From an optimization exercise on the open Yosys and OpenROAD flow, aimed at small area, a short achievable clock period and few clock cycles per item; shortcuts taken in it are not production practice.
Only simulation tests tie the RTL to the original design; equivalence was not proved.

==> job 3074: inputs <==
Design matmul_4x4_seq, start of the top module:
module matmul_4x4_seq #(
  parameter int w         = 32,
  parameter int WIDTH_OUT = 2*w+2
) (
  input  logic                        clk,
  input  logic                        rst_n,
  input  logic                        in_valid,
  output logic                        in_ready,
  input  logic signed [w-1:0]         in_data,
  output logic                        out_valid,
  input  logic                        out_ready,
  output logic signed [WIDTH_OUT-1:0] out_data,
  output logic                        out_last,
  output logic                        busy
);
export LEC_CHECK = 0
export CAP_MARGIN = 20
export CORE_MARGIN = 2
export CORE_UTILIZATION = 40
export SLEW_MARGIN = 20
create_clock -name core_clock -period 12.0 [get_ports {clk}]
standard.sh (not shown) runs the stock make flow with config.mk's settings and CLKGATE_MAP_FILE= SYNTH_SCRIPT=/design/flow/synth_recipe.tcl, a recipe that flattens the netlist after the stock synthesis.
==> flow/flow/run.sh <==
#!/bin/bash
set -o pipefail
export SETUP_SLACK_MARGIN=8.5
bash standard.sh > standard.log 2>&1
==> job 5049: changes against job 3074 <==
--- a/flow/design.v
+++ b/flow/design.v
@@ -2581,34 +2581,29 @@
   logic        v1_q, ph1_q, last1_q;
   logic [65:0] s1_q [2];
   logic [65:0] c1_q [2];
   logic [65:0] s_w [2];
   logic [65:0] c_w [2];
   logic [31:0] a_q [16];
   logic [65:0] c_q [4][4];
-  logic [65:0] acc_q [2];                
-  logic [65:0] acc_d [2];
-  logic        pend;                     
-  logic        kz_next;                  
+  logic [65:0] acc [2];                  
   logic [65:0] new_c [2];
   logic [65:0] fill [4];
   logic [3:0]  row_en;
   logic        a_en, shift_all;
   assign in_hs  = in_valid && in_ready_q;
   assign out_hs = out_valid_q && out_ready;
   assign drain_left = out_valid_q && !(out_hs && out_last_q);
   assign is_b0      = e0_q[4];
-  assign go0        = v0_q && !(is_b0 && e0_q[3:0] == 4'd0 && !ph0_q && out_valid_q);
+  assign go0        = v0_q && !(is_b0 && e0_q[3:0] == 4'd0 && !ph0_q && drain_left);
   assign s0_free    = !v0_q || (go0 && (!is_b0 || ph0_q));
   assign vs_d       = s0_free ? 1'b0 : (vs_q || in_hs);
   assign d_in       = vs_q ? ds_q : in_data;
   assign e_in       = vs_q ? es_q : ecnt_q;
   assign ph_next    = s0_free ? 1'b0 : (go0 || ph0_q);
-  assign kz_next    = s0_free ? (e_in[3:2] == 2'd0) : (e0_q[3:2] == 2'd0);
-  assign pend       = v1_q && (ph1_q == ph_next);
   always_ff @(posedge clk or negedge rst_n) begin
     if (!rst_n) begin
       in_ready_q  <= 1'b1;
       ecnt_q      <= '0;
       vs_q        <= 1'b0;
       v0_q        <= 1'b0;
       ph0_q       <= 1'b0;
@@ -2676,34 +2671,34 @@
   for (genvar m = 0; m < 2; m++) begin : g_op
     logic [33:0] t_hi, t_sh, t_lo;
     assign t_hi = {{2{a_q[4*m+8][31]}}, a_q[4*m+8]} + {a_q[4*m+8][31], a_q[4*m+8], 1'b0};
     assign t_sh = {{2{a_q[4*m+1][31]}}, a_q[4*m+1]} + {a_q[4*m+1][31], a_q[4*m+1], 1'b0};
     assign t_lo = {{2{a_q[4*m][31]}},   a_q[4*m]}   + {a_q[4*m][31],   a_q[4*m],   1'b0};
     assign a_op_d[m]  = ph_next ? a_q[4*m+8] : (a_en ? a_q[4*m+1] : a_q[4*m]);
     assign a3_op_d[m] = ph_next ? t_hi : (a_en ? t_sh : t_lo);
-    assign acc_d[m]   = kz_next ? '0 :
-                        ph_next ? (pend ? c_q[m+2][1] : c_q[m+2][0]) : (pend ? c_q[m][1] : c_q[m][0]);
   end
   always_ff @(posedge clk) begin
     for (int m = 0; m < 2; m++) begin
       a_op_q[m]  <= a_op_d[m];
       a3_op_q[m] <= a3_op_d[m];
-      acc_q[m]   <= acc_d[m];
     end
   end
+  for (genvar m = 0; m < 2; m++) begin : g_accin
+    assign acc[m] = (e0_q[3:2] == 2'd0) ? '0 : (ph0_q ? c_q[m+2][0] : c_q[m][0]);
+  end
   for (genvar m = 0; m < 2; m++) begin : g_mul
     mm_mul_cs u_mul (
       .a   (a_op_q[m]),
       .a3  (a3_op_q[m]),
       .neg (neg0_q),
       .s1  (m1_q),
       .s2  (m2_q),
       .s3  (m3_q),
       .s4  (m4_q),
-      .acc (acc_q[m]),
+      .acc (acc[m]),
       .s   (s_w[m]),
       .c   (c_w[m])
     );
   end
   always_ff @(posedge clk) begin
     ph1_q   <= ph0_q;
     last1_q <= (e0_q == 5'd31) && ph0_q;
==> flow/flow/run.sh (replaced) <==
#!/bin/bash
set -o pipefail
export SETUP_SLACK_MARGIN=7.9
bash standard.sh > standard.log 2>&1
==> job 705: changes against job 3074 <==
--- a/flow/design.v
+++ b/flow/design.v
@@ -2581,34 +2581,29 @@
   logic        v1_q, ph1_q, last1_q;
   logic [65:0] s1_q [2];
   logic [65:0] c1_q [2];
   logic [65:0] s_w [2];
   logic [65:0] c_w [2];
   logic [31:0] a_q [16];
   logic [65:0] c_q [4][4];
-  logic [65:0] acc_q [2];                
-  logic [65:0] acc_d [2];
-  logic        pend;                     
-  logic        kz_next;                  
+  logic [65:0] acc [2];                  
   logic [65:0] new_c [2];
   logic [65:0] fill [4];
   logic [3:0]  row_en;
   logic        a_en, shift_all;
   assign in_hs  = in_valid && in_ready_q;
   assign out_hs = out_valid_q && out_ready;
   assign drain_left = out_valid_q && !(out_hs && out_last_q);
   assign is_b0      = e0_q[4];
   assign go0        = v0_q && !(is_b0 && e0_q[3:0] == 4'd0 && !ph0_q && out_valid_q);
   assign s0_free    = !v0_q || (go0 && (!is_b0 || ph0_q));
   assign vs_d       = s0_free ? 1'b0 : (vs_q || in_hs);
   assign d_in       = vs_q ? ds_q : in_data;
   assign e_in       = vs_q ? es_q : ecnt_q;
   assign ph_next    = s0_free ? 1'b0 : (go0 || ph0_q);
-  assign kz_next    = s0_free ? (e_in[3:2] == 2'd0) : (e0_q[3:2] == 2'd0);
-  assign pend       = v1_q && (ph1_q == ph_next);
   always_ff @(posedge clk or negedge rst_n) begin
     if (!rst_n) begin
       in_ready_q  <= 1'b1;
       ecnt_q      <= '0;
       vs_q        <= 1'b0;
       v0_q        <= 1'b0;
       ph0_q       <= 1'b0;
@@ -2676,34 +2671,34 @@
   for (genvar m = 0; m < 2; m++) begin : g_op
     logic [33:0] t_hi, t_sh, t_lo;
     assign t_hi = {{2{a_q[4*m+8][31]}}, a_q[4*m+8]} + {a_q[4*m+8][31], a_q[4*m+8], 1'b0};
     assign t_sh = {{2{a_q[4*m+1][31]}}, a_q[4*m+1]} + {a_q[4*m+1][31], a_q[4*m+1], 1'b0};
     assign t_lo = {{2{a_q[4*m][31]}},   a_q[4*m]}   + {a_q[4*m][31],   a_q[4*m],   1'b0};
     assign a_op_d[m]  = ph_next ? a_q[4*m+8] : (a_en ? a_q[4*m+1] : a_q[4*m]);
     assign a3_op_d[m] = ph_next ? t_hi : (a_en ? t_sh : t_lo);
-    assign acc_d[m]   = kz_next ? '0 :
-                        ph_next ? (pend ? c_q[m+2][1] : c_q[m+2][0]) : (pend ? c_q[m][1] : c_q[m][0]);
   end
   always_ff @(posedge clk) begin
     for (int m = 0; m < 2; m++) begin
       a_op_q[m]  <= a_op_d[m];
       a3_op_q[m] <= a3_op_d[m];
-      acc_q[m]   <= acc_d[m];
     end
   end
+  for (genvar m = 0; m < 2; m++) begin : g_accin
+    assign acc[m] = (e0_q[3:2] == 2'd0) ? '0 : (ph0_q ? c_q[m+2][0] : c_q[m][0]);
+  end
   for (genvar m = 0; m < 2; m++) begin : g_mul
     mm_mul_cs u_mul (
       .a   (a_op_q[m]),
       .a3  (a3_op_q[m]),
       .neg (neg0_q),
       .s1  (m1_q),
       .s2  (m2_q),
       .s3  (m3_q),
       .s4  (m4_q),
-      .acc (acc_q[m]),
+      .acc (acc[m]),
       .s   (s_w[m]),
       .c   (c_w[m])
     );
   end
   always_ff @(posedge clk) begin
     ph1_q   <= ph0_q;
     last1_q <= (e0_q == 5'd31) && ph0_q;
==> flow/flow/run.sh (replaced) <==
#!/bin/bash
set -o pipefail
export SETUP_SLACK_MARGIN=7.9
bash standard.sh > standard.log 2>&1
==> qor summary <==
quantity                                                                                     job 3074                  job 705                 job 5049
Outcome                                                                       complete, no violations  complete, no violations  complete, no violations
Signed area change from the synthesized netlist to the final layout                            21.49%                   15.28%                   16.84%
Mapped Nets                                                                                    12.24k                   11.61k                   11.58k
Number of design-rule violations left by the first detailed-router iteration                   15.02k                   12.96k                   13.43k
Length of routed wiring on met1                                                             193200 µm                169000 µm                177500 µm
Met2 track demand over resource                                                                43.71%                   37.54%                   38.73%
Clk tree area frac                                                                             5.610%                   5.345%                   5.401%
Top cell by count, worst path                                                                    fa_1                        -                     fa_2
Number of global-route vias before repair                                                      98.38k                   88.08k                   88.78k
Share of cell area taken by muxes after synthesis                                              1.411%                   1.730%                   1.766%
Clock sink count                                                                                 2238                     2106                     2106
Maximum frequency from static timing analysis                                               233.6 MHz                240.1 MHz                235.1 MHz
Final worst hold slack                                                                      0.3354 ns                0.3595 ns                0.3477 ns
Worst-case hold path end point                                                             c1_q[0][0]               a_q[2][23]               c_q[9][26]
Number of gates resized after cts                                                                1642                      555                      666
Initial antenna violation count                                                                    35                       27                       26
Synthesis-stage register bit count                                                               2238                     2106                     2106
Drt total wl                                                                                518600 µm                417200 µm                439500 µm
Simple-gate portion of the synthesized area                                                    5.990%                   5.338%                   5.426%
Critical path launch point                                                                    m2_q[8]                  m3_q[0]                  m4_q[0]
Number of instances in the synthesized netlist                                                 11.11k                   10.47k                   10.44k
Post-layout utilization of the core                                                            48.90%                   46.26%                   46.86%
Synthesized-area fraction occupied by ao, oa, aoi and oai cells                                17.28%                   16.74%                   16.57%
Testbench counts of job 3074, summed over its fixed seeds: cycles 3,272, jobs 64.
Testbench counts of job 5049, summed over its fixed seeds: cycles 3,216, jobs 64.
Testbench counts of job 705, summed over its fixed seeds: cycles 3,272, jobs 64.

[port drivers added, routing unchanged]
The results above use ideal ports. As a check the final layouts listed here were re-extracted and re-timed, cells and wires unchanged. Step 1: set_driving_cell puts a clkbuf_16 on clk and a buf_2 on each other input, an assumption about the parent block. Step 2 adds t to the input delays and takes it off the output delays; t is the mean of the earliest and latest rising clock arrival at the registers after step 1. Input paths then give back, and output paths get back, about the clock's delay inside the block. a / b / c = no drivers / after step 1 / after step 2; a / b = the first two.
| run | t, ns | setup WS [ns] | worst setup path after step 2 |
|---|---|---|---|
| job 3074 | 1.009 | 7.719 / 7.719 / 7.505 | input to register |
| job 5049 | 1.008 | 7.746 / 7.746 / 7.021 | input to register |
| job 705 | 1.024 | 7.835 / 7.830 / 7.056 | input to register |
After both steps setup and hold are still met in every run listed. For job 705, which loses most, drivers alone change the setup slack by -0.005 ns; drivers and shift together by -0.779 ns.
